This design comes from an exercise in tuning for small area and few clock cycles on the open sky130 flow, not from production work.
The RTL was checked by simulation tests, not by an equivalence proof against the original design.
No activity file was given, so power comes from the tool's default toggle rates.

== v6 ==
// multi_color_centroid_tracker
module multi_color_centroid_tracker #(
  parameter int NUM_COLORS = 2,
  parameter int DATA_W     = 12,
  parameter int COORD_W    = 16,
  parameter int CNT_W      = 24,
  parameter int SUM_W      = 40,
  parameter int MIN_PIXELS = 64,
  localparam int SEL_W     = (NUM_COLORS > 1) ? $clog2(NUM_COLORS) : 1,
  localparam int C_W       = DATA_W / 3
) (
  input  logic                          iCLK,
  input  logic                          iRST,
  input  logic                          iEN,
  input  logic                          iFVAL,
  input  logic                          iDATA_VAL,
  input  logic [DATA_W-1:0]             iDATA,
  input  logic [COORD_W-1:0]            iX_Cont,
  input  logic [COORD_W-1:0]            iY_Cont,
  input  logic                          iCFG_WE,
  input  logic [SEL_W-1:0]              iCFG_SEL,
  input  logic [DATA_W-1:0]             iCFG_MEAN,
  input  logic [C_W-1:0]                iCFG_THRESH,
  output logic [NUM_COLORS-1:0]         oOBJ_VAL,
  output logic [NUM_COLORS*COORD_W-1:0] oX_POS,
  output logic [NUM_COLORS*COORD_W-1:0] oY_POS,
  output logic                          oDONE,
  output logic                          oBUSY,
  output logic                          oOVERRUN
);
Size in the first run: roughly 2,300 cells after synthesis, about 23,000 um^2 of cells after synthesis.
export LEC_CHECK = 0
export CAP_MARGIN = 20
export CORE_MARGIN = 2
export CORE_UTILIZATION = 40
export SLEW_MARGIN = 20
create_clock -name core_clock -period 8.0 [get_ports {iCLK}]
standard.sh (not shown) runs the stock make flow with config.mk's settings and CLKGATE_MAP_FILE= SYNTH_SCRIPT=/design/flow/synth_recipe.tcl, a recipe that flattens the netlist after the stock synthesis.
==> flow/flow/run.sh <==
#!/bin/bash
# Standard layout with buf_1 port buffers and a clock tree of clkbuf_8 leaf buffers
# (clusters of at most 16 sinks within 60 um) and no dummy loads.
set -euo pipefail
export BUFFER_PORTS_ARGS="-buffer_cell sky130_fd_sc_hd__buf_1"
export CTS_ARGS="-sink_clustering_enable -repair_clock_nets -dont_use_dummy_load -sink_clustering_size 18 -sink_clustering_max_diameter 55 -buf_list \"sky130_fd_sc_hd__clkbuf_8 sky130_fd_sc_hd__clkbuf_16\" -sink_clustering_buffer sky130_fd_sc_hd__clkbuf_8"
bash standard.sh > standard.log 2>&1
v6 ended with every stage complete and zero timing, DRC or antenna violations.
Testbench counts of v6, summed over its fixed seeds: cycles 126,318.
Setup changes, v6 to v7
- swapping 20 for 0 in CAP_MARGIN
- swapping 20 for 0 in SLEW_MARGIN
--- a/flow/flow/run.sh
+++ b/flow/flow/run.sh
@@ -6 +6 @@
-export CTS_ARGS="-sink_clustering_enable -repair_clock_nets -dont_use_dummy_load -sink_clustering_size 18 -sink_clustering_max_diameter 55 -buf_list \"sky130_fd_sc_hd__clkbuf_8 sky130_fd_sc_hd__clkbuf_16\" -sink_clustering_buffer sky130_fd_sc_hd__clkbuf_8"
+export CTS_ARGS="-sink_clustering_enable -repair_clock_nets -dont_use_dummy_load -sink_clustering_size 16 -sink_clustering_max_diameter 60 -buf_list \"sky130_fd_sc_hd__clkbuf_8 sky130_fd_sc_hd__clkbuf_16\" -sink_clustering_buffer sky130_fd_sc_hd__clkbuf_8"
- There was hardly any difference in placed cell area between v6 and v7.
- On achievable clock frequency, v7 and v6 are basically level.
- ~same routed length per instance in v7 and v6
- On power density of the placed cells, v7 tracks v6 almost exactly.
- Per the comparison of v7 with v6, sum of met3 wire segment lengths after detailed routing went up 7.1%, largest voltage drop on the vdd net went down about 3.3%.
- Going from v6 to v7, relative area of non-clock buffer cells in the final design stayed essentially flat; worst setup slack increased 0.0083 ns; row count stayed essentially flat.
- Delta (v7 minus v6): number of signal-net buffers in the layout closely matched the old numbers; wire length comparable.


multi_color_centroid_tracker, a different RTL version from the one above (not shown whole).
Size in the first run: roughly 2900 cells after synthesis, roughly 140 I/O pins, roughly 26000 um^2 of cells after synthesis.
clock: 8.0 ns
lec_check: 0
cap_margin: 20
core_margin: 2
core_utilization: 40
slew_margin: 20
==> flow/flow/run.sh <==
#!/bin/bash
# Standard layout with smaller port buffers and a leaner clock tree (no dummy loads).
set -euo pipefail
export BUFFER_PORTS_ARGS="-buffer_cell sky130_fd_sc_hd__buf_1"
export CTS_ARGS="-sink_clustering_enable -repair_clock_nets -dont_use_dummy_load -sink_clustering_size 30 -sink_clustering_max_diameter 80"
bash standard.sh > standard.log 2>&1
The baseline completed without violations.
Testbench counts at the start, summed over its fixed seeds: cycles 126,318.
Next try:
==> flow/flow/run.sh (replaced) <==
#!/bin/bash
# Standard layout with smaller port buffers and a leaner clock tree (no dummy loads).
set -euo pipefail
export BUFFER_PORTS_ARGS="-buffer_cell sky130_fd_sc_hd__buf_1"
export CTS_ARGS="-sink_clustering_enable -repair_clock_nets -dont_use_dummy_load -sink_clustering_size 30 -sink_clustering_max_diameter 120"
bash standard.sh > standard.log 2>&1
After rerunning:
- setup slack loses 31 ps
- maximum frequency falls by 0.42%
- cell area went down by 0.71%
- worst hold slack is better by 5.6 ps
- non-clock buffer count is unchanged
- synthesized area does not change
- total power is lower by 3.0%
- register-to-register slack is worse by 60 ps
- sequential cell count does not change
- global-route usage hardly moves
Next try:
==> flow/flow/run.sh (replaced) <==
#!/bin/bash
# Standard layout with smaller port buffers and a leaner clock tree (no dummy loads).
set -euo pipefail
export BUFFER_PORTS_ARGS="-buffer_cell sky130_fd_sc_hd__buf_1"
export CTS_ARGS="-sink_clustering_enable -repair_clock_nets -dont_use_dummy_load -sink_clustering_size 24 -sink_clustering_max_diameter 80"
bash standard.sh > standard.log 2>&1
After rerunning: The new run completed with no timing, DRC or antenna violations; area after synthesis stays the same; power rises by a few percent; combinational power barely changes.


== run D ==
Another version of the RTL of multi_color_centroid_tracker (not shown whole).
Size in the first run: ~3000 cells after synthesis, about 140 I/O pins, about 0.027 mm^2 of cells after synthesis.
export LEC_CHECK = 0
export CAP_MARGIN = 20
export CORE_MARGIN = 2
export CORE_UTILIZATION = 40
export CTS_BUF_LIST = sky130_fd_sc_hd__clkbuf_4
export SLEW_MARGIN = 20
create_clock -name core_clock -period 8.0 [get_ports {iCLK}]
run.sh (not shown) runs the stock make flow with config.mk's settings and CLKGATE_MAP_FILE= SYNTH_SCRIPT=/design/flow/synth_recipe.tcl, a recipe that flattens the netlist after the stock synthesis.
Stock flow here: none of the scripts above is used.
Testbench counts of run D, summed over its fixed seeds: cycles 126,318.
Setup changes, run D to run E
- removing CTS_BUF_LIST (formerly sky130_fd_sc_hd__clkbuf_4)
--- outcome ---
- First-pass GRT wire length delta (run E − run D): favourable
- Relative to run D, met3 routing resource usage after global routing has gone down in run E.
- Between run D and run E, the finished layout cell area figures differ only marginally.
- Total power, run E and run D, lower one = run D.


RTL: one of the versions met above, not the one the previous note started from.
Size: ~2300 cells after synthesis, about 140 I/O pins, roughly 23000 µm² of cells after synthesis.
Settings: LEC_CHECK=0, CAP_MARGIN=20, CORE_MARGIN=2, CORE_UTILIZATION=40, SLEW_MARGIN=20; clock period 8.0 ns.
standard.sh (not shown) runs the stock make flow with config.mk's settings and CLKGATE_MAP_FILE= SYNTH_SCRIPT=/design/flow/synth_recipe.tcl, a recipe that flattens the netlist after the stock synthesis.
==> flow/flow/run.sh <==
#!/bin/bash
# Standard layout with buf_1 port buffers and a clock tree of clkbuf_8 leaf buffers
# (clusters of at most 16 sinks within 60 um) and no dummy loads.
set -euo pipefail
export BUFFER_PORTS_ARGS="-buffer_cell sky130_fd_sc_hd__buf_1"
export CTS_ARGS="-sink_clustering_enable -repair_clock_nets -dont_use_dummy_load -sink_clustering_size 20 -sink_clustering_max_diameter 70 -buf_list \"sky130_fd_sc_hd__clkbuf_8 sky130_fd_sc_hd__clkbuf_16\" -sink_clustering_buffer sky130_fd_sc_hd__clkbuf_8"
bash standard.sh > standard.log 2>&1
The baseline passed the timing, DRC and antenna checks.
Testbench counts at the start, summed over its fixed seeds: cycles 126,318.
==> next run, changes <==
==> flow/flow/run.sh (replaced) <==
#!/bin/bash
# Standard layout with buf_1 port buffers and a clock tree of clkbuf_8 leaf buffers
# (clusters of at most 16 sinks within 60 um) and no dummy loads.
set -euo pipefail
export BUFFER_PORTS_ARGS="-buffer_cell sky130_fd_sc_hd__buf_1"
export CTS_ARGS="-sink_clustering_enable -repair_clock_nets -dont_use_dummy_load -sink_clustering_size 16 -sink_clustering_max_diameter 60 -buf_list \"sky130_fd_sc_hd__clkbuf_8 sky130_fd_sc_hd__clkbuf_16\" -sink_clustering_buffer sky130_fd_sc_hd__clkbuf_8"
bash standard.sh > standard.log 2>&1
Outcome: The new run produced a clean layout. Routed wire length is higher by 0.80%. Critical path depth stays the same. Non-clock buffer count does not change. Cell count is higher by 0.35%. Hold slack got worse by 34 ps. Area after synthesis is unchanged.


Another version of the RTL of multi_color_centroid_tracker (not shown whole).
For scale: roughly 500 flip-flops, roughly 140 I/O pins, roughly 24,000 um2 of cells after synthesis.
==> flow/design.v (excerpt) <==
module multi_color_centroid_tracker #(
  parameter int NUM_COLORS = 2,
  parameter int DATA_W     = 12,
  parameter int COORD_W    = 16,
  parameter int CNT_W      = 24,
  parameter int SUM_W      = 40,
  parameter int MIN_PIXELS = 64,
  localparam int SEL_W     = (NUM_COLORS > 1) ? $clog2(NUM_COLORS) : 1,
  localparam int C_W       = DATA_W / 3
) (
  input  logic                          iCLK,
  input  logic                          iRST,
  input  logic                          iEN,
  input  logic                          iFVAL,
  input  logic                          iDATA_VAL,
  input  logic [DATA_W-1:0]             iDATA,
  input  logic [COORD_W-1:0]            iX_Cont,
  input  logic [COORD_W-1:0]            iY_Cont,
  input  logic                          iCFG_WE,
  input  logic [SEL_W-1:0]              iCFG_SEL,
  input  logic [DATA_W-1:0]             iCFG_MEAN,
  input  logic [C_W-1:0]                iCFG_THRESH,
  output logic [NUM_COLORS-1:0]         oOBJ_VAL,
  output logic [NUM_COLORS*COORD_W-1:0] oX_POS,
  output logic [NUM_COLORS*COORD_W-1:0] oY_POS,
  output logic                          oDONE,
  output logic                          oBUSY,
  output logic                          oOVERRUN
);
==> flow/config.mk <==
export PLATFORM = sky130hd
export DESIGN_NAME = multi_color_centroid_tracker
export DESIGN_NICKNAME = multi_color_centroid_tracker
export VERILOG_FILES = /design/flow/design.v
export SDC_FILE = /design/flow/constraint.sdc
export NUM_CORES = 4
export LEC_CHECK = 0
export CAP_MARGIN = 20
export CORE_MARGIN = 2
export CORE_UTILIZATION = 40
export SLEW_MARGIN = 20
==> flow/constraint.sdc <==
create_clock -name core_clock -period 8.0 [get_ports {iCLK}]
set_input_delay 1.6000 -clock core_clock [delete_from_list [all_inputs] [get_ports {iCLK}]]
set_output_delay 1.6000 -clock core_clock [all_outputs]
set_load 0.01 [all_outputs]
==> flow/flow/run.sh <==
#!/bin/bash
# Standard layout with smaller port buffers and a leaner clock tree (no dummy loads).
set -euo pipefail
export BUFFER_PORTS_ARGS="-buffer_cell sky130_fd_sc_hd__buf_1"
export CTS_ARGS="-sink_clustering_enable -repair_clock_nets -dont_use_dummy_load -sink_clustering_size 16 -sink_clustering_max_diameter 60 -buf_list \"sky130_fd_sc_hd__clkbuf_8 sky130_fd_sc_hd__clkbuf_16\" -sink_clustering_buffer sky130_fd_sc_hd__clkbuf_8"
bash standard.sh > standard.log 2>&1
Testbench counts at the start, summed over its fixed seeds: cycles 126,318.
==> next run, changes <==
Settings changed: GPL_TIMING_DRIVEN set to 0.
- The changed run completed without violations
- final area came out higher by about 1.2%
- total power came out higher by about 1%
- first-iteration DRC count came out higher by about 33%
- wire length came out higher by about 13%
- die area is unchanged
- register-to-register slack degrades by 0.30 ns
- sequential share of layout area came out lower by 0.52 points
- sequential power is about the same
- worst hold slack degrades by 0.018 ns
- worst setup slack degrades by 0.16 ns

static timing again, ports no longer ideal:
The flow's constraints put no driver on any port. The routed layouts listed below were extracted and timed again, unchanged, in two steps.
Step 1: set_driving_cell puts a clkbuf_16 on iCLK and a buf_2 on each other input, an assumption about the parent block.
Step 2 also shifts input and output timing later by t, the mid clock arrival at the registers, as if the neighbouring blocks saw the same clock.
a / b / c = ideal ports / drivers / drivers and shift; a / b = the first two.
| run | shift t [ns] | setup WS [ns] | worst setup path after step 2 | worst register clock-pin slew, ns | cell pins on the clock port's net |
|---|---|---|---|---|---|
| v6 | 0.597 | 0.502 / 0.502 / 0.017 | input to register | 0.11 / 0.11 | 1 |
| v7 | 0.575 | 0.510 / 0.510 / 0.024 | input to register | 0.11 / 0.11 | 1 |
| the first run of note 2 | 0.643 | 0.746 / 0.762 / 0.118 | input to register | 0.11 / 0.11 | 1 |
| the second run of note 2 | 0.625 | 0.715 / 0.732 / 0.108 | input to register | 0.12 / 0.12 | 1 |
| the third run of note 2 | 0.649 | 0.726 / 0.743 / 0.094 | input to register | 0.10 / 0.10 | 1 |
| run D | 1.002 | 0.687 / 0.721 / -0.281 | input to register | 0.07 / 0.07 | 1 |
| run E | 0.672 | 0.435 / 0.475 / -0.197 | input to register | 0.07 / 0.07 | 1 |
| the first run of note 4 | 0.610 | 0.503 / 0.503 / 0.072 | input to register | 0.12 / 0.12 | 1 |
| the second run of note 4 | 0.581 | 0.533 / 0.533 / 0.073 | input to register | 0.10 / 0.10 | 1 |
| the first run of note 5 | 0.590 | 0.400 / 0.439 / -0.150 | input to register | 0.11 / 0.11 | 1 |
| the second run of note 5 | 0.591 | 0.237 / 0.277 / -0.315 | input to register | 0.10 / 0.10 | 1 |
Met with ideal ports but missed after step 2: setup timing in run D, run E, the first run of note 5 and the second run of note 5. For run D, which loses most, drivers alone change the setup slack by +0.034 ns; drivers and shift together by -0.968 ns.
